Background: an optimization exercise with open tools, aiming at small area, a short achievable clock period and few clock cycles per item. Do not read the settings as production practice. The RTL was checked by simulation tests, not by an equivalence proof against the original design. No activity file was given, so power comes from the tool's default toggle rates.

$ cat flow/config.mk
export PLATFORM = sky130hd
export DESIGN_NAME = voice_slot_sample_mixer
export DESIGN_NICKNAME = voice_slot_sample_mixer
export VERILOG_FILES = /design/flow/design.v
export SDC_FILE = /design/flow/constraint.sdc
export NUM_CORES = 4
export LEC_CHECK = 0
export ABC_CLOCK_PERIOD_IN_PS = 2000
export CAP_MARGIN = 20
export CORE_MARGIN = 2
export CORE_UTILIZATION = 40
export SETUP_SLACK_MARGIN = 0.3
export SLEW_MARGIN = 20
export SYNTH_HIERARCHICAL = 1
$ cat flow/constraint.sdc
create_clock -name core_clock -period 11.0 [get_ports {clk_i}]
set_input_delay 2.2000 -clock core_clock [delete_from_list [all_inputs] [get_ports {clk_i}]]
set_output_delay 2.2000 -clock core_clock [all_outputs]
set_load 0.01 [all_outputs]
$ cat flow/design.v
`timescale 1ns / 1ps
module vssm_front (
  input  logic signed [15:0] sample_value_i,
  output logic [7:0]         neg_o,
  output logic [7:0]         one_o,
  output logic [7:0]         two_o
);
  always_comb begin
    for (int j = 0; j < 8; j++) begin
      logic b2, b1, b0;
      b2 = sample_value_i[2*j+1];
      b1 = sample_value_i[2*j];
      b0 = (j == 0) ? 1'b0 : sample_value_i[2*j-1];
      neg_o[j] = b2 & ~(b1 & b0);
      one_o[j] = b1 ^ b0;
      two_o[j] = (b2 & ~b1 & ~b0) | (~b2 & b1 & b0);
    end
  end
endmodule
`timescale 1ns / 1ps
module vssm_back (
  input  logic               clk_i,
  input  logic               rst_ni,
  input  logic               push_i,
  output logic               full_o,
  input  logic [1:0]         kind_i,
  input  logic [2:0]         slot_i,
  input  logic [23:0]        wave_length_i,
  input  logic [15:0]        gain_i,
  input  logic               repeat_req_i,
  input  logic [7:0]         smp_neg_i,
  input  logic [7:0]         smp_one_i,
  input  logic [7:0]         smp_two_i,
  output logic               empty_o,
  output logic [2:0]         slot_out_o,
  output logic               ok_o,
  output logic [23:0]        next_position_o,
  output logic               voice_active_o,
  output logic signed [23:0] mix_o,
  output logic [3:0]         active_voices_o,
  input  logic               pop_i
);
  localparam logic [1:0] KIND_PLAY   = 2'd0;
  localparam logic [1:0] KIND_STOP   = 2'd1;
  localparam logic [1:0] KIND_SAMPLE = 2'd2;
  localparam logic [1:0] KIND_FRAME  = 2'd3;
  localparam int ResW = 3 + 1 + 24 + 1 + 24 + 4;
  localparam int SpW  = 3 + 1 + 24 + 1 + 4 + 1;
  localparam int MW   = 33;
  logic [23:0] len_q  [8];
  logic [23:0] np_q   [8];    
  logic [15:0] gain_q [8];
  logic [7:0]  rep_q;
  logic [7:0]  on_q;
  logic [7:0]  lnz_q;         
  logic [7:0]  last_q;        
  logic [7:0]  v_sel;         
  logic [2:0]  stk_q  [8];    
  logic [3:0]  act_q;         
  logic signed [23:0] acc_q;
  logic [ResW-1:0] hd_q;
  logic [SpW-1:0]  sp_q;
  logic            empty_q, sp_v_q, full_q;
  logic            adv;       
  assign adv     = !sp_v_q;
  assign full_o  = full_q;
  assign empty_o = empty_q;
  assign {slot_out_o, ok_o, next_position_o, voice_active_o, mix_o, active_voices_o} = hd_q;
  logic        m_v, v_v;
  logic [1:0]  m_kind, v_kind;
  logic [2:0]  m_slot, v_slot;
  logic [40:0] m_data;        
  logic [MW-1:0] v_s, v_c;    
  logic        vs_play_ok, vs_free_it;
  logic [3:0]  act_d;
  logic [2:0]  x_slot, alloc_m;
  logic [15:0] g_eff;
  logic        m_play, fwd_m, fwd_v;
  assign x_slot  = slot_i;
  assign m_play  = m_v && (m_kind == KIND_PLAY);
  assign alloc_m = vs_play_ok ? stk_q[1] : (vs_free_it ? v_slot : stk_q[0]);
  assign fwd_m   = m_play && !act_d[3] && (alloc_m == x_slot);
  assign fwd_v   = vs_play_ok && (stk_q[0] == x_slot);
  assign g_eff   = fwd_m ? m_data[16:1] : (fwd_v ? v_s[16:1] : gain_q[x_slot]);
  always_ff @(posedge clk_i or negedge rst_ni) begin
    if (!rst_ni) begin
      m_v <= 1'b0;
    end else if (!full_q) begin
      m_v <= push_i;
    end
  end
  always_ff @(posedge clk_i) begin
    if (!full_q) begin
      m_kind <= kind_i;
      m_slot <= x_slot;
      m_data <= (kind_i == KIND_PLAY) ? {wave_length_i, gain_i, repeat_req_i}
                                      : {1'b0, g_eff, smp_neg_i, smp_one_i, smp_two_i};
    end
  end
  logic          m_pl;
  logic [15:0]   m_gain;
  logic [7:0]    m_neg, m_one, m_two;
  logic [MW-1:0] row [9];
  assign m_pl   = (m_kind == KIND_PLAY);
  assign m_gain = m_data[39:24];
  assign m_neg  = m_data[23:16] & {8{~m_pl}};
  assign m_one  = m_data[15:8] & {8{~m_pl}};
  assign m_two  = m_data[7:0] & {8{~m_pl}};
  always_comb begin
    for (int j = 0; j < 9; j++) row[j] = '0;
    row[8] = MW'(33'h0_5556_2000) & {MW{~m_pl}};
    for (int j = 0; j < 8; j++) begin
      for (int k = 0; k < 17; k++) begin
        row[j][2*j+k] = ((m_one[j] & ((k < 16) ? m_gain[k] : 1'b0)) |
                         (m_two[j] & ((k > 0) ? m_gain[k-1] : 1'b0))) ^ m_neg[j];
      end
      row[j][2*j+17] = ~(m_neg[j] | m_pl);
      if (j < 7) row[j+1][2*j] = m_neg[j];
      else       row[8][2*j]   = m_neg[j];
    end
  end
  logic [MW-1:0] s1, c1, s2, c2, s3, c3, s4, c4, s5, c5, s6, c6, ps, pc;
  assign s1 = row[0] ^ row[1] ^ row[2];
  assign c1 = ((row[0] & row[1]) | (row[0] & row[2]) | (row[1] & row[2])) << 1;
  assign s2 = row[3] ^ row[4] ^ row[5];
  assign c2 = ((row[3] & row[4]) | (row[3] & row[5]) | (row[4] & row[5])) << 1;
  assign s3 = row[6] ^ row[7] ^ row[8];
  assign c3 = ((row[6] & row[7]) | (row[6] & row[8]) | (row[7] & row[8])) << 1;
  assign s4 = s1 ^ c1 ^ s2;
  assign c4 = ((s1 & c1) | (s1 & s2) | (c1 & s2)) << 1;
  assign s5 = c2 ^ s3 ^ c3;
  assign c5 = (((c2 & s3) | (c2 & c3) | (s3 & c3)) << 1) | (m_data[32:0] & {MW{m_pl}});
  assign s6 = s4 ^ c4 ^ s5;
  assign c6 = ((s4 & c4) | (s4 & s5) | (c4 & s5)) << 1;
  assign ps = s6 ^ c6 ^ c5;
  assign pc = ((s6 & c6) | (s6 & c5) | (c6 & c5)) << 1;
  always_ff @(posedge clk_i or negedge rst_ni) begin
    if (!rst_ni) begin
      v_v <= 1'b0;
    end else if (adv) begin
      v_v <= m_v;
    end
  end
  always_ff @(posedge clk_i) begin
    if (adv) begin
      v_kind <= m_kind;
      v_slot <= m_slot;
      v_sel  <= m_pl ? m_data[40:33] : (8'b1 << m_slot);
      v_s    <= ps;
      v_c    <= pc;
    end
  end
  logic        c_go, is_play, is_stop, is_smp, is_frame, addr_kind;
  logic [2:0]  slot, alloc;
  logic [23:0] len_cur, np_cur, np_inc, new_len;
  logic [15:0] new_gain;
  logic        new_rep;
  logic        rep_cur, hit, len_nz, last, at_end, last2, len_one, last_d;
  logic [7:0]  alloc_sel;
  logic        play_ok, stop_ok, smp_ok, free_it;
  logic [2:0]  r_slot;
  logic        r_ok, r_active;
  logic [23:0] r_pos;
  assign c_go      = v_v && adv;
  assign is_play   = v_v && (v_kind == KIND_PLAY);
  assign is_stop   = v_v && (v_kind == KIND_STOP);
  assign is_smp    = v_v && (v_kind == KIND_SAMPLE);
  assign is_frame  = v_v && (v_kind == KIND_FRAME);
  assign addr_kind = is_stop || is_smp;
  assign slot      = v_slot;
  assign alloc     = stk_q[0];
  assign new_len   = {v_sel, v_s[32:17]};
  assign new_gain  = v_s[16:1];
  assign new_rep   = v_s[0];
  always_comb begin
    len_cur = '0;
    np_cur  = '0;
    for (int i = 0; i < 8; i++) begin
      len_cur = len_cur | (len_q[i] & {24{v_sel[i]}});
      np_cur  = np_cur | (np_q[i] & {24{v_sel[i]}});
    end
  end
  assign rep_cur  = |(rep_q & v_sel);
  assign hit      = |(on_q & v_sel);
  assign len_nz   = |(lnz_q & v_sel);
  assign last     = |(last_q & v_sel);
  assign alloc_sel = 8'b1 << alloc;
  assign np_inc   = np_cur + 24'd1;
  assign len_one  = (len_cur == 24'd1);
  always_comb begin
    last2 = np_cur[0] ^ len_cur[0];
    for (int i = 0; i < 23; i++) begin
      last2 = last2 & ((np_cur[i+1] ^ len_cur[i+1]) == (np_cur[i] & ~len_cur[i]));
    end
  end
  assign last_d = at_end ? len_one : last2;
  assign at_end  = !len_nz || last;
  assign play_ok = is_play && !act_q[3];
  assign stop_ok = is_stop && hit;
  assign smp_ok  = is_smp && hit;
  assign free_it = stop_ok || (smp_ok && at_end && !rep_cur);
  assign vs_play_ok = play_ok;
  assign vs_free_it = free_it;
  assign r_ok     = play_ok || stop_ok || smp_ok || is_frame;
  assign r_slot   = play_ok ? alloc : (addr_kind ? slot : 3'd0);
  assign r_pos    = (smp_ok && !at_end) ? np_cur : 24'd0;
  assign r_active = play_ok || (addr_kind && hit && !free_it);
  always_comb begin
    act_d = act_q;
    if (play_ok) begin
      act_d = act_q + 4'd1;
    end else if (free_it) begin
      act_d = act_q - 4'd1;
    end
  end
  always_ff @(posedge clk_i or negedge rst_ni) begin
    if (!rst_ni) begin
      on_q  <= '0;
      act_q <= '0;
      for (int i = 0; i < 8; i++) begin
        stk_q[i] <= 3'(i);
      end
    end else if (c_go) begin
      act_q <= act_d;
      if (play_ok) begin
        on_q <= on_q | alloc_sel;
        for (int i = 0; i < 7; i++) begin
          stk_q[i] <= stk_q[i+1];
        end
      end else if (free_it) begin
        on_q <= on_q & ~v_sel;
        stk_q[0] <= slot;
        for (int i = 1; i < 8; i++) begin
          stk_q[i] <= stk_q[i-1];
        end
      end
    end
  end
  always_ff @(posedge clk_i) begin
    for (int i = 0; i < 8; i++) begin
      if (c_go && play_ok && alloc_sel[i]) begin
        len_q[i]  <= new_len;
        gain_q[i] <= new_gain;
        rep_q[i]  <= new_rep;
        lnz_q[i]  <= (new_len != 24'd0);
        last_q[i] <= (new_len == 24'd1);
        np_q[i]   <= 24'd1;
      end
      if (c_go && is_smp && v_sel[i]) begin
        np_q[i]   <= at_end ? 24'd1 : np_inc;
        last_q[i] <= last_d;
      end
    end
  end
  logic signed [23:0] sum_sat;
  vssm_mix u_mix (
    .acc_i (acc_q),
    .s_i   (v_s),
    .c_i   (v_c),
    .sat_o (sum_sat)
  );
  always_ff @(posedge clk_i or negedge rst_ni) begin
    if (!rst_ni) begin
      acc_q <= '0;
    end else if (c_go) begin
      if (is_frame) begin
        acc_q <= '0;
      end else if (smp_ok && len_nz) begin
        acc_q <= sum_sat;
      end
    end
  end
  logic [ResW-1:0] in_word, sp_word, hd_src;
  logic [SpW-1:0]  in_sp;
  logic            wr, hd_v, hd_v_d, sp_v_d;
  assign in_word = {r_slot, r_ok, r_pos, r_active, (is_frame ? acc_q : 24'sd0), act_d};
  assign in_sp   = {r_slot, r_ok, (is_frame ? acc_q : r_pos), r_active, act_d, is_frame};
  assign sp_word = {sp_q[33:30], (sp_q[0] ? 24'd0 : sp_q[29:6]), sp_q[5],
                    (sp_q[0] ? sp_q[29:6] : 24'd0), sp_q[4:1]};
  assign wr      = v_v && adv;
  assign hd_v    = !empty_q;
  assign hd_src  = sp_v_q ? sp_word : in_word;
  always_comb begin
    if (!hd_v) begin
      hd_v_d = wr;
    end else if (pop_i) begin
      hd_v_d = sp_v_q || wr;
    end else begin
      hd_v_d = 1'b1;
    end
    if (sp_v_q) begin
      sp_v_d = !pop_i;
    end else begin
      sp_v_d = hd_v && !pop_i && wr;
    end
  end
  always_ff @(posedge clk_i or negedge rst_ni) begin
    if (!rst_ni) begin
      empty_q <= 1'b1;
      sp_v_q  <= 1'b0;
      full_q  <= 1'b0;
    end else begin
      empty_q <= !hd_v_d;
      sp_v_q  <= sp_v_d;
      full_q  <= (full_q || push_i) && sp_v_d;
    end
  end
  always_ff @(posedge clk_i) begin
    if (!hd_v || pop_i) begin
      hd_q <= hd_src;
    end
    if (!sp_v_q) begin
      sp_q <= in_sp;
    end
  end
endmodule
module vssm_mix (
  input  logic signed [23:0] acc_i,
  input  logic [32:0]        s_i,
  input  logic [32:0]        c_i,
  output logic signed [23:0] sat_o
);
  logic [38:0] op_a, op_b, op_c, cs_s, cs_c, wide;
  logic signed [24:0] sum;
  assign op_a  = {acc_i[23], acc_i, 14'd0};
  assign op_b  = {{6{~s_i[32]}}, ~s_i[32], s_i[31:0]};
  assign op_c  = {6'd0, c_i};
  assign cs_s  = op_a ^ op_b ^ op_c;
  assign cs_c  = ((op_a & op_b) | (op_a & op_c) | (op_b & op_c)) << 1;
  assign wide  = cs_s + cs_c;
  assign sum   = wide[38:14];
  assign sat_o = (sum[24] != sum[23]) ? (sum[24] ? 24'sh800000 : 24'sh7FFFFF) : sum[23:0];
endmodule
`timescale 1ns / 1ps
module voice_slot_sample_mixer (
  input  logic                clk_i,
  input  logic                rst_ni,
  input  logic                push,
  output logic                full,
  input  logic [1:0]          kind_i,
  input  logic [2:0]          slot_i,
  input  logic [23:0]         wave_length_i,
  input  logic [15:0]         gain_i,
  input  logic                repeat_req_i,
  input  logic signed [15:0]  sample_value_i,
  output logic                empty,
  input  logic                pop,
  output logic [2:0]          slot_out_o,
  output logic                ok_o,
  output logic [23:0]         next_position_o,
  output logic                voice_active_o,
  output logic signed [23:0]  mix_o,
  output logic [3:0]          active_voices_o
);
  logic [7:0] smp_neg, smp_one, smp_two;
  vssm_front u_front (
    .sample_value_i (sample_value_i),
    .neg_o          (smp_neg),
    .one_o          (smp_one),
    .two_o          (smp_two)
  );
  vssm_back u_back (
    .clk_i           (clk_i),
    .rst_ni          (rst_ni),
    .push_i          (push),
    .full_o          (full),
    .kind_i          (kind_i),
    .slot_i          (slot_i),
    .wave_length_i   (wave_length_i),
    .gain_i          (gain_i),
    .repeat_req_i    (repeat_req_i),
    .smp_neg_i       (smp_neg),
    .smp_one_i       (smp_one),
    .smp_two_i       (smp_two),
    .empty_o         (empty),
    .slot_out_o      (slot_out_o),
    .ok_o            (ok_o),
    .next_position_o (next_position_o),
    .voice_active_o  (voice_active_o),
    .mix_o           (mix_o),
    .active_voices_o (active_voices_o),
    .pop_i           (pop)
  );
endmodule
$ cat flow/flow/run.sh
#!/bin/bash
set -euo pipefail
bash standard.sh SETUP_SLACK_MARGIN=7.5 MATCH_CELL_FOOTPRINT=0 \
  "BUFFER_PORTS_ARGS=-buffer_cell sky130_fd_sc_hd__buf_4" finish > standard.log 2>&1
$ cat flow/standard.sh
#!/bin/bash
# synth_recipe.tcl (not shown) runs the flow's synth.tcl, then flattens the netlist and writes it again
# the make line also repeats each setting of config.mk as NAME=value (left out here)
make -C /OpenROAD-flow-scripts/flow DESIGN_CONFIG=/design/flow/config.mk WORK_HOME=/design/flow/orfs CLKGATE_MAP_FILE= SYNTH_SCRIPT=/design/flow/synth_recipe.tcl "${@:-finish}"
==> results.ini, run 1 <==
[route]
drt_pass1_iterations=6
wl_per_cell_um=24.6
vias_per_cell=5.79
ant_nets=0
via_count=29600
drc=0
drt-total-wl_mm=126
drtIter0Drc=3052

[floorplanning]
die-area_mm2=0.109
die_height_um=330
core_area_mm2=0.105
die_w_um=330
start_util=0.403
num_rows=119
ios=125

[power]
p_int_mw=9.54
power_frac_comb=0.536
vdd_drop_max_mv=0.191
p_seq_frac=0.292
swShare=0.416
p_switching_mw=6.81
cellLeakagePower_nw=18.9
pwr-share-clk=0.172
p_per_area_mw_per_mm2=326

[grt]
grt_pass1_wl_mm=185
grt_pass1_vias=28700
grt_max_degree=80
antenna_found_initial=1
grt_usage=0.225
gr-total-overflow=0

[run]
maxCapViolCount=0

[clock_network]
clk_latency_ps=670
cts_buffer_depth=3
clk_pin_slew_ps=60
cts_tree=done
cts_root_buffer=clkbuf_16
clock_sinks=816
holdBufCountCts=0
cts_inserted_buffers=85
h-tree-depth=3

[sta]
hold_viol_final=0
fmax_mhz=282
skew_ps=34.9
tightestPinTransition_ps=1050
tns_ps=0
setup_violations=0
finalCritPeriodShare=0.322
rsz0062_at_grt=yes
slew_viol_final=0
finalCriticalPeriod_ps=3550
relSlewSlack=0.299

[placed_design]
routabilityCongestion=0.883
dpl.hpwl_mm=75.8
port_buffers=124

[setup_path]
critical_path_class=flop to flop
crit_fanout=5
end_kind=flop
worst-endpoint-required_ps=11390
start_kind=flop
critPathArrivalTime_ps=3940

[final_layout]
synthToLayoutAreaGrowth_pct=18.3
final_nets=3982
fin_util=0.476
antennaDiodeCount=0
drive_gt1_frac=0.194
num-fill-cells=9267

[synthesis]
synth_fp_nets=3757
syn_inst=3435
syn_avg_cell_area_um2=12.3
synth_edf_count=751
ys_ff_latch=816
yosysWarnings=13
synthFlopType=edfxtp_1
async_reset_ff_frac=0.0797
syn-cell-area_mm2=0.0424
synthDistinctLibCells=91
synth.yosys.seq_area_share=0.570

[min_path]
hold_path_class=flop to flop

[status]
status=no timing/DRC/antenna violations

## stage by stage
step	total power, mW	area (um2)	hold WS, ps	cells	setup WS [ps]
6_report	16.4	50200	432	5120	7450
5_1_grt	17.4	50200	440	5120	7370
4_1_cts	15.8	49300	433	5069	7460
3_5_place_dp	12.5	44600	429	4753	5880
3_3_place_gp	12.3	44600	422	4753	5960
2_1_floorplan	10.3	42700	417	3435	7360
## Yosys stat by module, one instance, submodules excluded, excerpt
module,cells inside,copies in the design
vssm_back,3079,1
vssm_front,38,1
vssm_mix,318,1
## power by group through the flow
stage | clock [mW] | sequential [mW] | combinational (mW)
floorplan | 0 | 4.75 | 5.53
global placement | 0 | 5.16 | 7.13
detailed placement | 0 | 5.17 | 7.32
CTS | 2.86 | 4.80 | 8.17
global route | 2.98 | 4.81 | 9.65
finish | 2.82 | 4.78 | 8.76
## critical path, stage by stage, from the launching register on
cell       delay (ps)
edfxtp_1          430
buf_4             180
clkbuf_16         160
a22oi_1           210
xnor2_1           170
nand2_1           100
fa_2              480
fa_1              540
inv_1              50
fa_2              530
fa_1              430
## area by class of cell
type	instances	area [um2]	share of cell area
Sequential cell	816	24200	0.483
Multi-Input combinational cell	2237	17200	0.344
Timing Repair Buffer	391	3710	0.0741
Clock buffer	108	2280	0.0455
Tap cell	1391	1740	0.0347
Inverter	127	515	0.0103
Clock inverter	48	440	0.00878
Timing Repair inverter	2	22.5	0.000449
## cells in the mapped netlist, types with 16 or more instances
| master | n | area share |
|---|---|---|
| edfxtp_1 | 751 | 0.53 |
| nand2_1 | 363 | 0.032 |
| a22oi_1 | 337 | 0.060 |
| nor2_1 | 307 | 0.027 |
| clkbuf_1 | 158 | 0.014 |
| ha_1 | 132 | 0.039 |
| inv_1 | 126 | 0.011 |
| fa_1 | 124 | 0.059 |
| xnor2_1 | 114 | 0.024 |
| xor2_1 | 93 | 0.019 |
| a21oi_1 | 86 | 0.010 |
| o21ai_0 | 84 | 0.0099 |
| a22o_1 | 77 | 0.016 |
| nand4_1 | 54 | 0.0080 |
| dfrtp_1 | 52 | 0.031 |
| a21o_1 | 51 | 0.0090 |
| nand3_1 | 51 | 0.0060 |
| buf_2 | 40 | 0.0047 |
| mux2i_1 | 32 | 0.0076 |
| buf_1 | 27 | 0.0024 |
| nor2b_1 | 27 | 0.0040 |
| and4_1 | 26 | 0.0054 |
| and2_1 | 24 | 0.0035 |
| buf_4 | 22 | 0.0039 |
| o21a_1 | 21 | 0.0037 |
| nand2b_1 | 18 | 0.0027 |
| nor3_1 | 16 | 0.0019 |
| o21ai_1 | 16 | 0.0019 |
## state kept, by name, summed over array words and instances (netlist names), 24 cells and up
name	flops
u_back.v_c	32
u_back.np_q	192
u_back.sp_q	34
u_back.len_q	192
u_back.hd_q	57
u_back.acc_q	24
u_back.m_data	41
u_back.v_s	33
u_back.stk_q	24
u_back.gain_q	128
## layout by cell type (no fill, tap or decap), drive strengths merged, types with 89 or more instances in the layout
master,Yosys,routed
nor2,307,307
fa,124,124
buf,97,382
edfxtp,751,751
nand2,363,363
clkbuf,161,117
xor2,93,93
o21ai,103,103
a21oi,89,89
inv,126,130
a22oi,341,341
ha,132,132
xnor2,114,114
## layer usage
layer  vias to the layer above  track usage  routed length [um]  part of all wire
met4                         2       0.0674                3610             0.029
met2                      1347        0.367               59600              0.47
li1                      13100            -                   -                 -
met5                         -            0                  13           0.00010
met3                       218       0.0358                9490             0.075
met1                     15000        0.312               53000              0.42
## final timing paths
kind | startpoint | to | slack [ps] | cells after the start
setup / recovery | u_back.m_data[29]$_DFFE_PN_ | u_back.v_s[12]$_DFFE_PN_ | 7450 | 10
min in group asynchronous | rst_ni | u_back.acc_q[21]$_DFFE_PN0P_ | 1660 | 1
setup reg to reg | u_back.m_data[29]$_DFFE_PN_ | u_back.v_s[12]$_DFFE_PN_ | 7450 | 10
hold / removal | u_back.m_kind[1]$_DFFE_PN_ | u_back.v_kind[1]$_DFFE_PN_ | 430 | 0
hold reg to reg | u_back.m_kind[1]$_DFFE_PN_ | u_back.v_kind[1]$_DFFE_PN_ | 430 | 0
max in group asynchronous | rst_ni | u_back.acc_q[3]$_DFFE_PN0P_ | 8720 | 1
## cells by family after synthesis
| logic type | count (synthesis) | synth area share |
|---|---|---|
| xor+xnor | 207 | 0.0427 |
| simple gates | 945 | 0.102 |
| buf+inv | 385 | 0.0388 |
| fa+ha+maj | 256 | 0.0975 |
| other cells | 1 | 0.0000884 |
| compound gates | 770 | 0.132 |
| mux | 55 | 0.0163 |
| flops | 816 | 0.570 |
## repair_timing
action / CTS / global route
buffers inserted: 152 / 45
endpoints found under the setup margin: 431 / 258
gates cloned: 8 / 6
gates resized for setup: 81 / 103
pin swaps: 18 / 79
Testbench counts, summed over its fixed seeds: cycles 12,024, items 12,000.
==> inputs of run 2 (changes only) <==
--- a/flow/config.mk
+++ b/flow/config.mk
@@ -9,5 +9,7 @@
 export CAP_MARGIN = 20
 export CORE_MARGIN = 2
-export CORE_UTILIZATION = 40
+export CORE_UTILIZATION = 46
+export CTS_CLUSTER_DIAMETER = 70
+export CTS_CLUSTER_SIZE = 25
 export SETUP_SLACK_MARGIN = 0.3
 export SLEW_MARGIN = 20
==> run 2 against run 1 <==
Still clean on timing, DRC and antenna; cell count decreased by 5.4%; routed wire length up 0.85%; via count shrank 0.49%; sequential power shrank 0.8%; clock power is 28% lower; hold slack better by 29 ps; cell area down 2.5%; sequential share of layout area rose by 1.3 points; register-to-register slack is essentially flat; core utilization rose by 5.8 points; clock-buffer cell count shrank 58; combinational power increased by 2%; highest routed layer is now met4.
==> results.ini, run 2 <==
[status]
status=no timing/DRC/antenna violations

[setup_path]
critical_path_class=flop to flop
start_kind=flop
slowest_delay_ps=520
worst-endpoint-required_ps=11380
crit_fanout=7
cp_common_cell=fa_1
end_kind=flop
timing.critical_path.buf_inv=4
crit_path_top_delay_cell=fa_1
critPathArrivalTime_ps=3910
cp_cell_sequence=buf_12, buf_8, a22oi_2, xor2_1, nor2_1, fa_1, inv_1, fa_1, inv_1, fa_1, fa_1
crit_family=adder cells

[synthesis]
syn_inst=3435
async_reset_ff_frac=0.0797
synthFlopType=edfxtp_1
syn-cell-area_mm2=0.0424
synth.largest_area_cell=edfxtp_1
yosysWarnings=13
synth_fp_nets=3757
ys_ff_latch=816
synthDistinctLibCells=91
synth_edf_count=751
synth.yosys.seq_area_share=0.570
synth_top_area_share=0.532
synth_commonest_cells=751 x edfxtp_1, 363 x nand2_1, 337 x a22oi_1
syn_avg_cell_area_um2=12.3
yosysMostFrequentCell=edfxtp_1
synthTopCellsByArea=edfxtp_1 53%, a22oi_1 6.0%, fa_1 5.9%

[floorplanning]
start_util=0.463
die_w_um=308
die-area_mm2=0.0946
ios=125
core_area_mm2=0.0915
die_height_um=308
num_rows=111

[final_layout]
fin_util=0.534
final_nets=3950
num-fill-cells=7584
layout.cells.most_common_list=751 x edfxtp_1, 358 x nand2_1, 320 x buf_4
drive_gt1_frac=0.188
synthToLayoutAreaGrowth_pct=15.2
stdcell_count=4844
final_common_cell=edfxtp_1
reg_top3=u_back.len_q (192), u_back.np_q (192), u_back.gain_q (128)

[placed_design]
dp_slack_ps=6130
dpl.hpwl_mm=77.1
routabilityCongestion=0.923
port_buffers=124
dp_cells=4541

[clock_network]
clk_pin_slew_ps=90
h-tree-depth=2
clk_latency_ps=660
cts_buffer_depth=3
clock_sinks=816
cts_inserted_buffers=47
cts_root_buffer=clkbuf_16
cts_tree=done

[min_path]
hold_path_class=flop to flop

[sta]
skew_ps=43.3
hold_viol_final=0
finalCritPeriodShare=0.321
relSlewSlack=0.318
rsz0062_at_grt=yes
finalCriticalPeriod_ps=3530
setup_violations=0
tightestPinTransition_ps=1020
setup_ws_ps=7470
fmax_mhz=283
hold_ws_ps=461
tns_ps=0
slew_viol_final=0

[grt]
grt_pass1_vias=29300
antenna_found_initial=0
grt_usage=0.262
gr-total-overflow=0
grt_max_degree=66
grt_pass1_wl_mm=188

[power]
vdd_drop_max_mv=0.170
cellLeakagePower_nw=18.4
p_per_area_mw_per_mm2=321

[run]
maxCapViolCount=0

[route]
drt-total-wl_mm=127
ant_nets=0
via_count=29500
drc=0
drtIter0Drc=2732
wl_per_cell_um=26.2
drt_pass1_iterations=6
vias_per_cell=6.09

[run 2: cell counts after synthesis]
No cell type changed its count.
[run 2: Yosys stat by module, one instance, submodules excluded, excerpt]
module,cells,area [um2],flip-flops and latches,times used
vssm_mix,318,2660,0,1
vssm_front,38,292,0,1
vssm_back,3079,39500,816,1
[run 2: cell families (layout without fill, tap and decap cells)]
family	count (synthesis)	count (layout)	share of synthesized area
adder cells (fa/ha/maj)	256	256	0.0975
flip-flops	816	816	0.570
XOR/XNOR	207	207	0.0427
multiplexers	55	55	0.0163
buffers and inverters	385	603	0.0388
other	1	2	0.0000884
AND/OR/NAND/NOR	945	946	0.102
AO/OA/AOI/OAI	770	773	0.132
[run 2: layer usage]
layer  share of wire  up-vias  GRT usage
met5               0        -          0
met4           0.040        0     0.0919
met3           0.074      282     0.0341
met2            0.48     1427      0.443
met1            0.40    14800      0.349
li1                -    13000          -
[run 2: final timing paths]
| path | slack, ps | cells past startpoint | start | end |
|---|---|---|---|---|
| min reg2reg | 460 | 0 | u_back.m_kind[1]$_DFFE_PN_ | u_back.v_kind[1]$_DFFE_PN_ |
| min in group asynchronous | 1680 | 1 | rst_ni | u_back.acc_q[21]$_DFFE_PN0P_ |
| min | 460 | 0 | u_back.m_kind[1]$_DFFE_PN_ | u_back.v_kind[1]$_DFFE_PN_ |
| max | 7470 | 11 | u_back.m_data[31]$_DFFE_PN_ | u_back.v_s[12]$_DFFE_PN_ |
| max reg2reg | 7470 | 11 | u_back.m_data[31]$_DFFE_PN_ | u_back.v_s[12]$_DFFE_PN_ |
| max in group asynchronous | 8700 | 1 | rst_ni | u_back.acc_q[1]$_DFFE_PN0P_ |
[run 2: power by group]
group          total, mW  internal, mW  switching, mW
Sequential          4.74          4.38          0.364
Combinational       8.91          3.61           5.30
Clock               2.04         0.940           1.10
Total               15.7          8.93           6.76
[run 2: repair_timing]
item	4_1_cts	5_1_grt
hold buffers	0	0
gates cloned	9	5
hold endpoints to repair	0	0
pin swaps	15	78
setup endpoints to repair	558	200
gates resized for setup	111	84
setup buffers	170	38
[run 2: stage by stage]
stage,power [mW],area [um2]
after global routing,16.7,48900
after floorplan,10.3,42700
final,15.7,48900
after CTS,15.2,48100
after global placement,12.4,44300
after detailed placement,12.6,44300
[run 2: final cells by class]
type | instances | area, um2 | area share
Antenna cell | 1 | 2.50 | 0.0000512
Sequential cell | 816 | 24200 | 0.495
Tap cell | 1186 | 1480 | 0.0304
Clock buffer | 50 | 1210 | 0.0247
Inverter | 127 | 534 | 0.0109
Clock inverter | 28 | 414 | 0.00847
Multi-Input combinational cell | 2238 | 17200 | 0.353
Timing Repair inverter | 2 | 22.5 | 0.000461
Timing Repair Buffer | 396 | 3760 | 0.0769
[run 2: worst reg2reg max path, delay by kind of cell (launching register included)]
kind	cells	cell delay, ps
flops	1	430
fa+ha+maj	4	1900
compound gates	1	220
buf+inv	4	420
xor+xnor	1	200
simple gates	1	90
==> inputs of run 3 (changes only) <==
--- a/flow/config.mk
+++ b/flow/config.mk
@@ -9,5 +9,5 @@
 export CAP_MARGIN = 20
 export CORE_MARGIN = 2
-export CORE_UTILIZATION = 46
+export CORE_UTILIZATION = 40
 export CTS_CLUSTER_DIAMETER = 70
 export CTS_CLUSTER_SIZE = 25
==> run 3 against run 2 <==
Non-clock buffer count grew 10; area after synthesis unchanged; clock power hardly changed; clock skew rose by 21 ps; sequential power hardly changed; via count is 0.78% lower; cell area rose by 0.74%; power is 0.99% lower.
==> results.ini, run 3 <==
[synthesis]
synth.largest_area_cell=edfxtp_1
ys_ff_latch=816
synthMuxAreaShare=0.0163
synthFlopType=edfxtp_1
syn_avg_cell_area_um2=12.3
syn-cell-area_mm2=0.0424
synth_fp_nets=3757
synth_xor_area_frac=0.0427
synth_commonest_cells=751 x edfxtp_1, 363 x nand2_1, 337 x a22oi_1
async_reset_ff_frac=0.0797
yosysMostFrequentCell=edfxtp_1
synth_simple_gate_area_frac=0.102
synth_edf_count=751
synth_compound_area_frac=0.132
syn_inst=3435
synth_top_area_share=0.532
synth_adder_area_share=0.0975
synthDistinctLibCells=91
synthTopCellsByArea=edfxtp_1 53%, a22oi_1 6.0%, fa_1 5.9%
synth_top_family_by_area=compound AO/OA/AOI/OAI gates
synth.yosys.seq_area_share=0.570
yosysWarnings=13

[route]
drc=0
drt_pass1_iterations=5
ant_nets=0
wl_per_cell_um=24.6
drt-total-wl_mm=124
vias_per_cell=5.78
via_count=29300
drtIter0Drc=3031

[sta]
hold_viol_final=0
skew_ps=64.6
fmax_mhz=286
slew_viol_final=0
tns_ps=0
finalCriticalPeriod_ps=3500
setup_violations=0
relSlewSlack=0.283
tightestPinTransition_ps=1070
rsz0062_at_grt=yes
hold_ws_ps=455
finalCritPeriodShare=0.318

[setup_path]
critical_path_class=flop to flop
worst-endpoint-required_ps=11390
r2r_start=u_back.m_data[34]$_DFFE_PN_
start_kind=flop
crit_fanout=7
end_kind=flop
regToRegEndpoint=u_back.v_s[13]$_DFFE_PN_
reg2reg_depth=11
ff2ff_setup_slack_ps=7500
critPathArrivalTime_ps=3890

[final_layout]
synthToLayoutAreaGrowth_pct=16.1
drive_gt1_frac=0.194
final_nets=3958
final_common_cell=edfxtp_1
antennaDiodeCount=0
reg_top3=u_back.len_q (192), u_back.np_q (192), u_back.gain_q (128)
layout.cells.most_common_list=751 x edfxtp_1, 360 x nand2_1, 328 x buf_4

[grt]
grt_pass1_vias=28400
grt_pass1_wl_mm=184
gr-total-overflow=0
antenna_found_initial=1
grt_max_degree=80
grt_usage=0.224

[floorplanning]
start_util=0.403
ios=125
die_w_um=330
die-area_mm2=0.109
core_area_mm2=0.105
die_height_um=330
num_rows=119

[min_path]
hold_start=u_back.m_kind[1]$_DFFE_PN_
hold_path_class=flop to flop
holdPathEnd=u_back.v_kind[1]$_DFFE_PN_
holdPathStages=0

[clock_network]
h-tree-depth=2
cts_tree=done
clk_latency_ps=680
clk_pin_slew_ps=90
cts_inserted_buffers=48
clock_sinks=816
cts_root_buffer=clkbuf_16
cts_buffer_depth=3

[power]
vdd_drop_max_mv=0.187
p_per_area_mw_per_mm2=316
cellLeakagePower_nw=18.4

[placed_design]
dpl.hpwl_mm=75.8
routabilityCongestion=0.883
port_buffers=124

[run]
maxCapViolCount=0

[status]
status=no timing/DRC/antenna violations

==> run 3: cell types whose count changed in the layout (fill, tap and decap cells not counted), moves of 5 or more <==
cell	delta
a22oi_2	+12
ha_1	-6
a22oi_1	-12
clkbuf_1	+8
buf_4	+8
a21oi_1	-5
ha_2	+7
buf_8	+7
==> run 3: metrics by stage <==
step	power, mW	util	std cells	setup WS (ps)	cell area [um2]
2_1_floorplan	10.3	-	3435	7360	42700
3_3_place_gp	12.3	0.424	4753	5960	44600
3_5_place_dp	12.5	0.424	4753	5880	44600
4_1_cts	15.1	0.458	5004	7430	48200
5_1_grt	16.6	0.468	5067	7420	49200
6_report	15.5	0.468	5067	7500	49200
==> run 3: per-module statistics from Yosys (local to each module, per instance), a selection <==
module / flops+latches / cells inside / cell area (um2)
vssm_back: 816 / 3079 / 39500
vssm_mix: 0 / 318 / 2660
vssm_front: 0 / 38 / 292
==> run 3: metal layers <==
layer	up-vias	routed length, um	part of all wire	GRT usage
met3	203	9550	0.077	0.0319
met5	-	18	0.00014	0
met4	2	3530	0.028	0.0592
li1	13000	-	-	-
met1	14800	52600	0.42	0.312
met2	1291	58800	0.47	0.367
==> run 3: timing repair <==
action,4_1_cts,5_1_grt
endpoints found under the setup margin,423,290
pin swaps,18,70
buffers inserted,154,59
hold buffers,0,0
gates cloned,7,4
resized for setup,83,119
==> run 3: how the worst max path moves through the flow <==
stage | start | cells past startpoint | end | slack [ps]
after detailed placement | u_back.m_kind[1]$_DFFE_PN_ | 11 | u_back.v_s[13]$_DFFE_PN_ | 5880
after global routing | u_back.m_data[33]$_DFFE_PN_ | 10 | u_back.v_s[17]$_DFFE_PN_ | 7420
final | u_back.m_data[34]$_DFFE_PN_ | 11 | u_back.v_s[13]$_DFFE_PN_ | 7500
after global placement | u_back.m_kind[1]$_DFFE_PN_ | 11 | u_back.v_s[17]$_DFFE_PN_ | 5960
after CTS | u_back.v_sel[6]$_DFFE_PN_ | 10 | u_back.np_q[2][8]$_SDFFCE_PN0P_ | 7430
after floorplan | u_back.v_kind[0]$_DFFE_PN_ | 7 | u_back.last_q[2]$_DFFE_PP_ | 7360
==> run 3: kinds of logic after synthesis <==
kind of cell / count (synthesis)
muxes: 55
and+or+nand+nor: 945
adders and majority gates: 256
xor gates and xnor gates: 207
other: 1
buffers and inverters: 385
DFF: 816
AOI/OAI and AO/OA: 770
==> run 3: cell type report <==
class / count / area, um2
clock buffers: 62 / 1330
clock inverters: 28 / 320
fillers: 9346 / 56000
inverters: 127 / 515
multi-input cells: 2235 / 17300
flip-flops and latches: 816 / 24200
well taps: 1391 / 1740
repair buffers: 406 / 3830
repair inverters: 2 / 22.5
==> run 3: worst max-delay path, cell delays in order, from the launching register on <==
cell	delay [ps]
edfxtp_1	450
buf_12	180
buf_12	140
a22oi_1	190
xor2_1	200
nor2_1	80
fa_1	500
inv_1	60
fa_1	460
fa_1	490
inv_1	40
fa_1	440
==> run 3: report_power, final <==
part	internal [mW]	switching, mW
clock network	0.942	1.11
logic	3.59	5.14
registers	4.38	0.378
==> inputs of run 4 (changes only) <==
==> flow/flow/run.sh (replaced) <==
#!/bin/bash
set -euo pipefail
bash standard.sh SETUP_SLACK_MARGIN=7.65 MATCH_CELL_FOOTPRINT=0 \
  "BUFFER_PORTS_ARGS=-buffer_cell sky130_fd_sc_hd__buf_4" finish > standard.log 2>&1
==> run 4 against run 3 <==
Still clean on timing, DRC and antenna; sequential share of layout area decreased by 0.76 points; hold slack improved by 34 ps; clock skew decreased by 22 ps; routed wire length increased by 1.7%; critical path type unchanged; largest power group unchanged.
==> results.ini, run 4 <==
[status]
status=no timing/DRC/antenna violations

[sta]
finalCriticalPeriod_ps=3520
slew_viol_final=0
fmax_mhz=284
setup_ws_ps=7480
relSlewSlack=0.268
hold_viol_final=0
hold_ws_ps=489
tightestPinTransition_ps=1100
skew_ps=42.8
setup_violations=0
tns_ps=0
rsz0062_at_grt=yes
finalCritPeriodShare=0.320

[grt]
grt_pass1_wl_mm=186
grt_usage=0.226
grt_pass1_vias=28800
grt_max_degree=68
antenna_found_initial=0
gr-total-overflow=0

[route]
ant_nets=0
met3WireLength_mm=9.35
drtIter0Drc=3208
wl_per_cell_um=24.9
met2_length_mm=60.5
via_count=29600
top_layer=met4
drc=0
wl_met1_mm=52.7
drt-total-wl_mm=127
vias_per_cell=5.82
drt_pass1_iterations=6

[setup_path]
start_kind=flop
slowest_delay_ps=580
crit_path_top_delay_cell=edfxtp_1
crit_fanout=7
timing.critical_path.buf_inv=2
worst-endpoint-required_ps=11380
critical_path_class=flop to flop
end_kind=flop
cp_common_cell=fa_1
crit_family=adder cells
critPathArrivalTime_ps=3900
cp_cell_sequence=buf_4, a22oi_1, xnor2_1, nand2_1, fa_1, fa_1, inv_1, fa_1, fa_2

[placed_design]
port_buffers=124
dp_slack_ps=6050
dpl.hpwl_mm=75.5
dp_cells=4752
routabilityCongestion=0.856
dpl_cell_area_mm2=0.0446

[floorplanning]
die-area_mm2=0.109
die_height_um=330
core_area_mm2=0.105
die_w_um=330
num_rows=119
start_util=0.403
ios=125

[clock_network]
cts_buffer_depth=3
clk_latency_ps=660
cts_inserted_buffers=46
cts_root_buffer=clkbuf_16
cts_tree=done
clk_pin_slew_ps=90
holdBufCountCts=0
clock_sinks=816
h-tree-depth=2

[synthesis]
synthMuxAreaShare=0.0163
synthFlopType=edfxtp_1
synth_xor_area_frac=0.0427
yosysMostFrequentCell=edfxtp_1
synth_edf_count=751
synthTopCellsByArea=edfxtp_1 53%, a22oi_1 6.0%, fa_1 5.9%
synth_top_area_share=0.532
synth_top_family_by_area=compound AO/OA/AOI/OAI gates
synth_adder_area_share=0.0975
synth.yosys.seq_area_share=0.570
syn-cell-area_mm2=0.0424
synthDistinctLibCells=91
syn_inst=3435
synth_compound_area_frac=0.132
synth_simple_gate_area_frac=0.102
syn_avg_cell_area_um2=12.3
ys_ff_latch=816
synth.largest_area_cell=edfxtp_1
async_reset_ff_frac=0.0797
yosysWarnings=13
synth_fp_nets=3757
synth_commonest_cells=751 x edfxtp_1, 363 x nand2_1, 337 x a22oi_1

[final_layout]
regArea_mm2=0.0242
final_common_cell=edfxtp_1
antennaDiodeCount=0
layout.cells.most_common_list=751 x edfxtp_1, 360 x nand2_1, 299 x nor2_1
stdcell_area_mm2=0.0500
synthToLayoutAreaGrowth_pct=18.0
fin_util=0.475
reg_top3=u_back.len_q (192), u_back.np_q (192), u_back.gain_q (128)
stdcell_count=5093
drive_gt1_frac=0.220
final_nets=3992
num-fill-cells=9216
multiInputGateArea_mm2=0.0177

[power]
p_switching_mw=6.84
power_frac_comb=0.582
p_per_area_mw_per_mm2=320
vdd_drop_max_mv=0.192
fin_total_pwr_mw=16.0
cellLeakagePower_nw=18.6
swShare=0.427
p_int_mw=9.17
pwr-share-clk=0.123
p_seq_frac=0.295

[min_path]
hold_path_class=flop to flop

[run]
maxCapViolCount=0

run 4: worst min-delay path, cell delays in order, from the launching register on:
cell and delay, ps:
dfstp_2 380, nand2_1 40, o21ai_0 60
run 4: kinds of logic (layout without fill, tap and decap cells):
logic type / after synthesis / count (layout)
buffers and inverters: 385 / 642
multiplexers: 55 / 55
AO/OA/AOI/OAI: 770 / 772
other: 1 / 1
XOR/XNOR: 207 / 207
adder cells (fa/ha/maj): 256 / 256
AND/OR/NAND/NOR: 945 / 953
flip-flops: 816 / 816
run 4: final cells by class:
type,instances,share of cell area
well taps,1391,0.0348
clock buffers,53,0.0240
flip-flops and latches,816,0.484
clock inverters,27,0.00645
multi-input cells,2244,0.353
repair buffers,434,0.0874
inverters,127,0.0102
repair inverters,1,0.000225
run 4: power groups by stage:
stage               Combinational, mW  Sequential (mW)  Clock, mW
floorplan                        5.56             4.75          0
global placement                 7.21             5.14          0
detailed placement               7.38             5.15          0
CTS                              8.69             4.72       2.00
global route                     10.2             4.77       2.10
finish                           9.32             4.72       1.97
run 4: path summary, 6_finish.rpt:
kind / cells past startpoint / startpoint / slack (ps) / to
hold reg to reg: 2 / u_back.stk_q[6][1]$_DFFE_PN1P_ / 490 / u_back.stk_q[6][1]$_DFFE_PN1P_
setup reg to reg: 9 / u_back.m_data[25]$_DFFE_PN_ / 7480 / u_back.v_s[10]$_DFFE_PN_
hold / removal: 2 / u_back.stk_q[6][1]$_DFFE_PN1P_ / 490 / u_back.stk_q[6][1]$_DFFE_PN1P_
setup / recovery: 9 / u_back.m_data[25]$_DFFE_PN_ / 7480 / u_back.v_s[10]$_DFFE_PN_
max in group asynchronous: 1 / rst_ni / 8680 / u_back.acc_q[7]$_DFFE_PN0P_
min in group asynchronous: 1 / rst_ni / 1670 / u_back.acc_q[21]$_DFFE_PN0P_
run 4: layer usage:
metal	track usage	up-vias
li1	-	13100
met1	0.314	14900
met2	0.370	1389
met3	0.0274	250
met4	0.0753	0
met5	0	-
run 4: Yosys stat by module, one instance, submodules excluded, excerpt:
module      times used  cells inside  area (um2)
vssm_back            1          3079       39500
vssm_front           1            38         292
vssm_mix             1           318        2660
run 4: repair_timing:
item,CTS,global route
pin swaps,114,74
endpoints found under the setup margin,493,297
resized for setup,200,153
buffers inserted,213,28
cloned,16,4
==> inputs of run 5 (changes only) <==
==> flow/flow/run.sh (replaced) <==
#!/bin/bash
set -euo pipefail
bash standard.sh SETUP_SLACK_MARGIN=7.3 MATCH_CELL_FOOTPRINT=0 \
  "BUFFER_PORTS_ARGS=-buffer_cell sky130_fd_sc_hd__buf_4" finish > standard.log 2>&1
==> run 5 against run 4 <==
Still clean; register-to-register slack got worse by 40 ps; worst setup slack worse by 35 ps; die area is the same; cell area is 3.9% lower; power shrank 6.1%; combinational power down 13%; synthesized cell count did not move; via count down 2.5%; highest routed layer unchanged.
==> results.ini, run 5 <==
[status]
status=no timing/DRC/antenna violations

[min_path]
holdPathEnd=u_back.v_kind[0]$_DFFE_PN_
hold_start=u_back.m_kind[0]$_DFFE_PN_
hold_path_class=flop to flop
holdPathStages=0

[power]
swShare=0.427
cellLeakagePower_nw=18.0
vdd_drop_max_mv=0.166
p_switching_mw=6.41
power_frac_comb=0.541
p_seq_frac=0.323
p_per_area_mw_per_mm2=313
pwr-share-clk=0.136
p_int_mw=8.61

[sta]
hold_viol_final=0
finalCriticalPeriod_ps=3550
finalCritPeriodShare=0.323
slew_viol_final=0
tightestPinTransition_ps=1030
fmax_mhz=281
skew_ps=48.3
rsz0062_at_grt=no
setup_violations=0
relSlewSlack=0.316
tns_ps=0

[final_layout]
drive_gt1_frac=0.158
fin_util=0.457
num-fill-cells=9488
layout.cells.most_common_list=751 x edfxtp_1, 360 x nand2_1, 337 x a22oi_1
reg_top3=u_back.len_q (192), u_back.np_q (192), u_back.gain_q (128)
synthToLayoutAreaGrowth_pct=13.3
antennaDiodeCount=0
final_nets=3903
final_common_cell=edfxtp_1

[floorplanning]
num_rows=119
die_height_um=330
core_area_mm2=0.105
die-area_mm2=0.109
die_w_um=330
start_util=0.403
ios=125

[synthesis]
ys_ff_latch=816
synth_adder_area_share=0.0975
async_reset_ff_frac=0.0797
synthTopCellsByArea=edfxtp_1 53%, a22oi_1 6.0%, fa_1 5.9%
synth.yosys.seq_area_share=0.570
synthMuxAreaShare=0.0163
synth_compound_area_frac=0.132
synth.largest_area_cell=edfxtp_1
synth_simple_gate_area_frac=0.102
synth_commonest_cells=751 x edfxtp_1, 363 x nand2_1, 337 x a22oi_1
synth_edf_count=751
yosysMostFrequentCell=edfxtp_1
synth_top_family_by_area=compound AO/OA/AOI/OAI gates
syn_inst=3435
synth_top_area_share=0.532
syn-cell-area_mm2=0.0424
yosysWarnings=13
syn_avg_cell_area_um2=12.3
synthFlopType=edfxtp_1
synth_xor_area_frac=0.0427
synth_fp_nets=3757
synthDistinctLibCells=91

[placed_design]
routabilityCongestion=0.887
port_buffers=124
dpl.hpwl_mm=75.3

[clock_network]
cts_tree=done
holdBufCountCts=0
cts_root_buffer=clkbuf_16
clock_sinks=816
clk_pin_slew_ps=90
h-tree-depth=2
cts_buffer_depth=3
cts_inserted_buffers=48
clk_latency_ps=660

[setup_path]
ff2ff_setup_slack_ps=7450
worst-endpoint-required_ps=11510
crit_fanout=12
reg2reg_depth=15
critical_path_class=flop to flop
cp_common_cell=a21o_1
crit_path_top_delay_cell=fa_1
end_kind=flop
slowest_delay_ps=610
r2r_start=u_back.acc_q[0]$_DFFE_PN0P_
critPathArrivalTime_ps=4060
regToRegEndpoint=u_back.acc_q[10]$_DFFE_PN0P_
start_kind=flop
timing.critical_path.buf_inv=2
crit_family=compound AO/OA/AOI/OAI gates
cp_cell_sequence=fa_1, ha_4, a21o_1, a21o_1, a211oi_2, o211a_1, nor3_2, o21ai_2, nor3b_4, buf_4, nor3_4, buf_12, o21a_1, nand3_1, nand2_1

[grt]
grt_pass1_wl_mm=180
grt_pass1_vias=27900
gr-total-overflow=0
grt_usage=0.220
antenna_found_initial=0
grt_max_degree=86

[route]
wl_per_cell_um=24.3
drc=0
ant_nets=0
via_count=28900
vias_per_cell=5.77
drt_pass1_iterations=6
drtIter0Drc=3150
drt-total-wl_mm=122

[run]
maxCapViolCount=0

-- run 5: worst max path at each step --
| stage | from | to | slack (ps) | cells past startpoint |
|---|---|---|---|---|
| after floorplan | u_back.v_kind[1]$_DFFE_PN_ | u_back.last_q[0]$_DFFE_PP_ | 7280 | 5 |
| after global placement | u_back.m_kind[1]$_DFFE_PN_ | u_back.v_s[22]$_DFFE_PN_ | 6000 | 11 |
| after detailed placement | u_back.m_kind[1]$_DFFE_PN_ | u_back.v_s[17]$_DFFE_PN_ | 5970 | 11 |
| after CTS | u_back.m_data[25]$_DFFE_PN_ | u_back.v_s[11]$_DFFE_PN_ | 7300 | 8 |
| after global routing | u_back.acc_q[0]$_DFFE_PN0P_ | u_back.acc_q[12]$_DFFE_PN0P_ | 7300 | 15 |
| final | u_back.acc_q[0]$_DFFE_PN0P_ | u_back.acc_q[10]$_DFFE_PN0P_ | 7450 | 15 |
-- run 5: cells by family (layout without fill, tap and decap cells) --
kind of cell	count (synthesis)	in the layout
and+or+nand+nor	945	946
AOI/OAI and AO/OA	770	770
adders and majority gates	256	256
DFF	816	816
other	1	1
xor gates and xnor gates	207	207
buffers and inverters	385	567
muxes	55	55
-- run 5: per-stage QoR --
stage / instances / power (mW) / cell area [um2] / setup WS, ps / hold slack, ps
floorplan: 3435 / 10.3 / 42500 / 7280 / 417
global placement: 4754 / 12.3 / 44500 / 6000 / 422
detailed placement: 4754 / 12.5 / 44500 / 5970 / 428
CTS: 4932 / 14.8 / 47300 / 7300 / 446
global route: 5009 / 16.1 / 48100 / 7300 / 485
finish: 5009 / 15.0 / 48100 / 7450 / 458
-- run 5: per-layer routing --
metal,wire [um],GRT usage
met5,0,0
met4,3670,0.0668
met3,9280,0.0354
met2,57400,0.354
met1,51500,0.306
-- run 5: Yosys stat by module, one instance, submodules excluded, excerpt --
module      cells inside  copies in the design
vssm_back           3079                     1
vssm_mix             318                     1
vssm_front            38                     1
-- run 5: power by group through the flow --
stage	clock [mW]	sequential, mW	combinational, mW
2_1_floorplan	0	4.75	5.51
3_5_place_dp	0	5.18	7.28
6_report	2.04	4.85	8.13
5_1_grt	2.17	4.90	9.07
4_1_cts	2.07	4.96	7.74
3_3_place_gp	0	5.17	7.12
-- run 5: cell type report --
cell class | instances | area [um2] | share of cell area
clock buffers | 58 | 1280 | 0.0266
repair buffers | 352 | 3160 | 0.0658
well taps | 1391 | 1740 | 0.0362
flip-flops and latches | 816 | 24200 | 0.503
repair inverters | 1 | 11.3 | 0.000234
clock inverters | 29 | 339 | 0.00705
multi-input cells | 2235 | 16800 | 0.350
inverters | 127 | 505 | 0.0105
-- run 5: what timing repair did --
| action | 4_1_cts | 5_1_grt |
|---|---|---|
| setup endpoints to repair | 277 | 187 |
| pin swaps | 6 | 10 |
| gates resized for setup | 48 | 28 |
| gates cloned | 2 | 3 |
| setup buffers | 89 | 72 |
==> inputs of run 6 (changes only) <==
==> flow/flow/run.sh (replaced) <==
#!/bin/bash
set -euo pipefail
bash standard.sh SETUP_SLACK_MARGIN=7.35 MATCH_CELL_FOOTPRINT=0 \
  "BUFFER_PORTS_ARGS=-buffer_cell sky130_fd_sc_hd__buf_4" finish > standard.log 2>&1
==> run 6 against run 5 <==
Register-to-register slack worse by 50 ps; via count up 0.28%; still clean; first-iteration DRC count down 0.22%; clock skew up 2.2 ps; die area unchanged; power up 1.0%; clock power down 2%; combinational power up 3.1%; global-route usage up 0.10 points; sequential share of layout area down 0.15 points; sequential power down 1%.
==> results.ini, run 6 <==
[synthesis]
synthDistinctLibCells=91
ys_ff_latch=816
yosysMostFrequentCell=edfxtp_1
synth_commonest_cells=751 x edfxtp_1, 363 x nand2_1, 337 x a22oi_1
synth_edf_count=751
syn_inst=3435
yosysWarnings=13
synth_fp_nets=3757
syn-cell-area_mm2=0.0424
async_reset_ff_frac=0.0797
syn_avg_cell_area_um2=12.3
synth_top_area_share=0.532
synthTopCellsByArea=edfxtp_1 53%, a22oi_1 6.0%, fa_1 5.9%
synth.yosys.seq_area_share=0.570
synth.largest_area_cell=edfxtp_1
synthFlopType=edfxtp_1

[final_layout]
reg_top3=u_back.len_q (192), u_back.np_q (192), u_back.gain_q (128)
final_nets=3905
antennaDiodeCount=0
synthToLayoutAreaGrowth_pct=13.7
final_common_cell=edfxtp_1
drive_gt1_frac=0.161
layout.cells.most_common_list=751 x edfxtp_1, 361 x nand2_1, 334 x a22oi_1
num-fill-cells=9441
stdcell_area_mm2=0.0482
stdcell_count=5007
fin_util=0.458

[setup_path]
reg2reg_depth=11
r2r_start=u_back.v_sel[0]$_DFFE_PN_
critPathArrivalTime_ps=3990
worst-endpoint-required_ps=11390
regToRegEndpoint=u_back.m_data[37]$_DFFE_PN_
start_kind=flop
ff2ff_setup_slack_ps=7400
critical_path_class=flop to flop
crit_fanout=42
end_kind=flop

[clock_network]
h-tree-depth=2
holdBufCountCts=0
clk_pin_slew_ps=80
cts_tree=done
cts_root_buffer=clkbuf_16
cts_inserted_buffers=47
cts_buffer_depth=3
clk_latency_ps=660
clock_sinks=816

[placed_design]
dpl.hpwl_mm=76.3
routabilityCongestion=0.892
dpl_cell_area_mm2=0.0445
port_buffers=124
dp_slack_ps=6050
dp_cells=4755

[grt]
grt_pass1_wl_mm=182
grt_usage=0.221
use_met2=0.367
gr-total-overflow=0
grt_pass1_vias=27900
grt_use_met1=0.308
grt_busiest_layer=met2
grt_max_degree=87
use_met3=0.0307
antenna_found_initial=1

[sta]
tns_ps=0
setup_violations=0
tightestPinTransition_ps=1050
hold_ws_ps=457
rsz0062_at_grt=yes
relSlewSlack=0.299
hold_viol_final=0
finalCriticalPeriod_ps=3600
skew_ps=50.5
setup_ws_ps=7400
slew_viol_final=0
finalCritPeriodShare=0.327
fmax_mhz=278

[floorplanning]
ios=125
die_height_um=330
die_w_um=330
start_util=0.403
core_area_mm2=0.105
num_rows=119
die-area_mm2=0.109

[min_path]
holdPathEnd=u_back.v_kind[1]$_DFFE_PN_
hold_path_class=flop to flop
holdPathStages=0
hold_start=u_back.m_kind[1]$_DFFE_PN_

[power]
cellLeakagePower_nw=18.1
p_per_area_mw_per_mm2=315
fin_total_pwr_mw=15.2
vdd_drop_max_mv=0.200

[route]
vias_per_cell=5.79
drt_pass1_iterations=6
wl_per_cell_um=24.6
via_count=29000
drc=0
drt-total-wl_mm=123
drtIter0Drc=3143
ant_nets=0

[run]
maxCapViolCount=0

[status]
status=no timing/DRC/antenna violations

## run 6: cell counts after synthesis
Identical to the previous run, type by type.
## run 6: where the power goes
| part | internal [mW] | total (mW) | switching [mW] |
|---|---|---|---|
| logic | 3.38 | 8.38 | 5.00 |
| clock network | 0.892 | 2.00 | 1.11 |
| registers | 4.38 | 4.79 | 0.416 |
| total | 8.65 | 15.2 | 6.53 |
## run 6: worst max-delay path by stage
stage	from	end
finish	u_back.v_sel[0]$_DFFE_PN_	u_back.m_data[37]$_DFFE_PN_
global route	u_back.v_s[24]$_DFFE_PN_	u_back.acc_q[0]$_DFFE_PN0P_
CTS	u_back.v_sel[1]$_DFFE_PN_	u_back.m_data[37]$_DFFE_PN_
detailed placement	u_back.m_kind[1]$_DFFE_PN_	u_back.v_s[20]$_DFFE_PN_
global placement	u_back.m_kind[1]$_DFFE_PN_	u_back.v_s[22]$_DFFE_PN_
floorplan	u_back.v_kind[0]$_DFFE_PN_	u_back.last_q[0]$_DFFE_PP_
## run 6: critical path: stages, from the launching register on
cell,delay [ps]
edfxtp_1,360
buf_4,280
buf_12,270
a22oi_1,260
nand4_2,350
and4b_4,390
a31o_4,270
o21a_4,230
o2111a_2,280
buf_12,160
a21oi_1,370
o21ai_1,120
## run 6: cell type report
class | count | area [um2] | area share
repair inverters | 1 | 11.3 | 0.000234
flip-flops and latches | 816 | 24200 | 0.502
multi-input cells | 2237 | 16900 | 0.351
well taps | 1391 | 1740 | 0.0361
clock buffers | 53 | 1210 | 0.0251
repair buffers | 353 | 3250 | 0.0674
inverters | 127 | 510 | 0.0106
clock inverters | 29 | 378 | 0.00784
## run 6: what timing repair did
action | CTS | global route
setup endpoints to repair | 441 | 149
setup buffers | 116 | 47
pin swaps | 13 | 15
hold endpoints to repair | 0 | 0
gates resized for setup | 70 | 36
gates cloned | 4 | 3
## run 6: cell families after synthesis
| group | after synthesis | share of synthesized area |
|---|---|---|
| and+or+nand+nor | 945 | 0.102 |
| DFF | 816 | 0.570 |
| AOI/OAI and AO/OA | 770 | 0.132 |
| buffers and inverters | 385 | 0.0388 |
| adders and majority gates | 256 | 0.0975 |
| xor gates and xnor gates | 207 | 0.0427 |
| muxes | 55 | 0.0163 |
| other | 1 | 0.0000884 |
## run 6: per-layer routing
metal	part of all wire	vias up
met3	0.076	172
met1	0.42	14600
met2	0.48	1294
met5	0	-
met4	0.026	0
li1	-	12900
## run 6: Yosys stat by module (local to each module, per instance), a selection
module / flip-flops and latches / cells inside / cell area (um2) / copies in the design
vssm_back: 816 / 3079 / 39500 / 1
vssm_front: 0 / 38 / 292 / 1
vssm_mix: 0 / 318 / 2660 / 1
==> inputs of run 7 (changes only) <==
==> flow/flow/run.sh (replaced) <==
#!/bin/bash
set -euo pipefail
bash standard.sh SETUP_SLACK_MARGIN=7.4 MATCH_CELL_FOOTPRINT=0 \
  "BUFFER_PORTS_ARGS=-buffer_cell sky130_fd_sc_hd__buf_4" finish > standard.log 2>&1
==> run 7 against run 6 <==
Power up 1.3%; non-clock buffer count up 25; sequential power about the same; cell count up 0.48%; area after synthesis unchanged; critical endpoint is now u_back.v_s[20]$_DFFE_PN_; largest cell class unchanged.
==> results.ini, run 7 <==
[status]
status=no timing/DRC/antenna violations

[power]
p_switching_mw=6.62
cellLeakagePower_nw=18.1
p_int_mw=8.75
vdd_drop_max_mv=0.202
p_seq_frac=0.311
power_frac_comb=0.558
pwr-share-clk=0.131
fin_total_pwr_mw=15.4
swShare=0.431
p_per_area_mw_per_mm2=318

[clock_network]
cts_root_buffer=clkbuf_16
cts_tree=done
holdBufCountCts=0
h-tree-depth=2
cts_inserted_buffers=47
clk_pin_slew_ps=100
clock_sinks=816
clk_latency_ps=660
cts_buffer_depth=3

[setup_path]
worst-endpoint-required_ps=11380
crit_path_top_delay_cell=fa_1
end_kind=flop
crit_fanout=16
r2r_start=u_back.m_data[30]$_DFFE_PN_
reg2reg_depth=11
critPathArrivalTime_ps=3900
cp_common_cell=fa_1
start_kind=flop
critical_path_class=flop to flop
regToRegEndpoint=u_back.v_s[20]$_DFFE_PN_
ff2ff_setup_slack_ps=7480
critPathCapture=u_back.v_s[20]$_DFFE_PN_
cp_cell_sequence=buf_12, a22oi_2, xnor2_1, nand2_1, fa_1, inv_1, fa_1, inv_1, fa_1, inv_1, fa_1
startpoint=u_back.m_data[30]$_DFFE_PN_
slowest_delay_ps=540

[sta]
setup_violations=0
tightestPinTransition_ps=1040
slew_viol_final=0
tns_ps=0
finalCritPeriodShare=0.320
fmax_mhz=284
skew_ps=48.6
hold_viol_final=0
relSlewSlack=0.309
rsz0062_at_grt=yes
finalCriticalPeriod_ps=3520

[synthesis]
synthTopCellsByArea=edfxtp_1 53%, a22oi_1 6.0%, fa_1 5.9%
synth_commonest_cells=751 x edfxtp_1, 363 x nand2_1, 337 x a22oi_1
synth.largest_area_cell=edfxtp_1
synthDistinctLibCells=91
synth_edf_count=751
synth.yosys.seq_area_share=0.570
syn_inst=3435
syn-cell-area_mm2=0.0424
async_reset_ff_frac=0.0797
syn_avg_cell_area_um2=12.3
synth_top_area_share=0.532
yosysMostFrequentCell=edfxtp_1
synthFlopType=edfxtp_1
synth_fp_nets=3757
yosysWarnings=13
ys_ff_latch=816

[floorplanning]
start_util=0.403
ios=125
die_height_um=330
num_rows=119
die_w_um=330
core_area_mm2=0.105
die-area_mm2=0.109

[route]
drt_pass1_iterations=8
wl_per_cell_um=24.4
drt-total-wl_mm=123
via_count=28900
drc=0
vias_per_cell=5.75
drtIter0Drc=3110
ant_nets=0

[grt]
grt_pass1_vias=28300
antenna_found_initial=1
gr-total-overflow=0
grt_usage=0.221
grt_pass1_wl_mm=182
grt_max_degree=83

[placed_design]
dpl_cell_area_mm2=0.0445
dpl.hpwl_mm=75.8
port_buffers=124
routabilityCongestion=0.898

[final_layout]
num-fill-cells=9429
synthToLayoutAreaGrowth_pct=13.9
fin_util=0.459
reg_top3=u_back.len_q (192), u_back.np_q (192), u_back.gain_q (128)
stdcell_area_mm2=0.0483
final_nets=3928
layout.cells.most_common_list=751 x edfxtp_1, 361 x nand2_1, 333 x a22oi_1
drive_gt1_frac=0.165
final_common_cell=edfxtp_1

[min_path]
hold_path_class=flop to flop
holdPathStages=0

[run]
maxCapViolCount=0

## run 7: layer usage
layer / wire length (um) / share of wire / GRT usage
met1: 52300 / 0.43 / 0.309
met2: 58700 / 0.48 / 0.366
met3: 9100 / 0.074 / 0.0303
met4: 2730 / 0.022 / 0.0528
met5: 8 / 0.000065 / 0
## run 7: critical path, delay by kind of cell, from the launching register on
| kind | cells | cell delay, ps |
|---|---|---|
| AOI/OAI and AO/OA | 1 | 210 |
| buffers and inverters | 4 | 330 |
| and+or+nand+nor | 1 | 110 |
| xor gates and xnor gates | 1 | 170 |
| DFF | 1 | 430 |
| adders and majority gates | 4 | 1980 |
## run 7: final cells by class
type,count,area (um2),share of cell area
Timing Repair Buffer,378,3360,0.0696
Timing Repair inverter,1,8.76,0.000181
Sequential cell,816,24200,0.501
Inverter,127,492,0.0102
Tap cell,1391,1740,0.0360
Antenna cell,1,2.50,0.0000518
Clock buffer,56,1260,0.0261
Multi-Input combinational cell,2235,16900,0.350
Clock inverter,26,337,0.00697
## run 7: Yosys stat by module, one instance, submodules excluded, excerpt
module | copies in the design | cells inside | flip-flops and latches
vssm_mix | 1 | 318 | 0
vssm_back | 1 | 3079 | 816
vssm_front | 1 | 38 | 0
## run 7: what timing repair did
action,CTS,global route
gates cloned,1,4
setup buffers,145,42
gates resized for setup,50,33
endpoints found under the setup margin,267,118
pin swaps,16,17
## run 7: logic make-up after synthesis
group,share of synthesized area
AND/OR/NAND/NOR,0.102
flip-flops,0.570
AO/OA/AOI/OAI,0.132
buffers and inverters,0.0388
adder cells (fa/ha/maj),0.0975
XOR/XNOR,0.0427
multiplexers,0.0163
other,0.0000884
## run 7: stage by stage
step                hold WS (ps)  cells  setup WS [ps]
floorplan                    417   3435           7360
finish                       465   5031           7480
global placement             423   4756           6710
global route                 479   5030           7330
detailed placement           432   4756           6640
CTS                          456   4984           7330
## run 7: worst min-delay path by stage
stage	start	end	slack [ps]
after global placement	u_back.m_kind[0]$_DFFE_PN_	u_back.v_kind[0]$_DFFE_PN_	420
after floorplan	u_back.m_kind[0]$_DFFE_PN_	u_back.v_kind[0]$_DFFE_PN_	420
after detailed placement	u_back.m_kind[0]$_DFFE_PN_	u_back.v_kind[0]$_DFFE_PN_	430
after CTS	u_back.m_kind[0]$_DFFE_PN_	u_back.v_kind[0]$_DFFE_PN_	460
final	u_back.m_kind[0]$_DFFE_PN_	u_back.v_kind[0]$_DFFE_PN_	470
after global routing	u_back.m_kind[0]$_DFFE_PN_	u_back.v_kind[0]$_DFFE_PN_	480
## run 7: power by group through the flow
stage | combinational [mW] | sequential, mW | clock, mW
global placement | 7.27 | 5.17 | 0
finish | 8.58 | 4.78 | 2.02
global route | 9.48 | 4.81 | 2.14
detailed placement | 7.43 | 5.18 | 0
floorplan | 5.52 | 4.75 | 0
CTS | 8.12 | 4.88 | 2.04

-- re-timing with driven ports --
No port has a modelled driver above. Below, the same layouts with a new extraction and two added sets of constraints. Step 1: set_driving_cell puts a clkbuf_16 on clk_i and a buf_2 on each other input, an assumption about the parent block. Step 2 adds t to the input delays and takes it off the output delays; t is the mean of the earliest and latest rising clock arrival at the registers after step 1. Input paths then give back, and output paths get back, about the clock's delay inside the block. a / b / c = no drivers / after step 1 / after step 2; a / b = the first two.
run	t (ns)	slack for setup (ns)	worst setup path at the end	worst data-port slew with drivers (ns)	pins driven straight from the clock port
run 1	0.724	7.453 / 7.435 / 6.920	input to register	0.07	1
run 2	0.710	7.468 / 7.428 / 6.937	input to register	0.06	1
run 3	0.711	7.502 / 7.458 / 6.961	input to register	0.07	1
run 4	0.712	7.483 / 7.441 / 6.921	input to register	0.23	1
run 5	0.707	7.447 / 7.440 / 6.782	input to register	0.06	1
run 6	0.706	7.399 / 7.399 / 6.795	input to register	0.07	1
run 7	0.709	7.479 / 7.427 / 6.878	input to register	0.06	1
After both steps setup and hold are still met in every run listed. For run 5, which loses most, drivers alone change the setup slack by -0.007 ns; drivers and shift together by -0.665 ns.
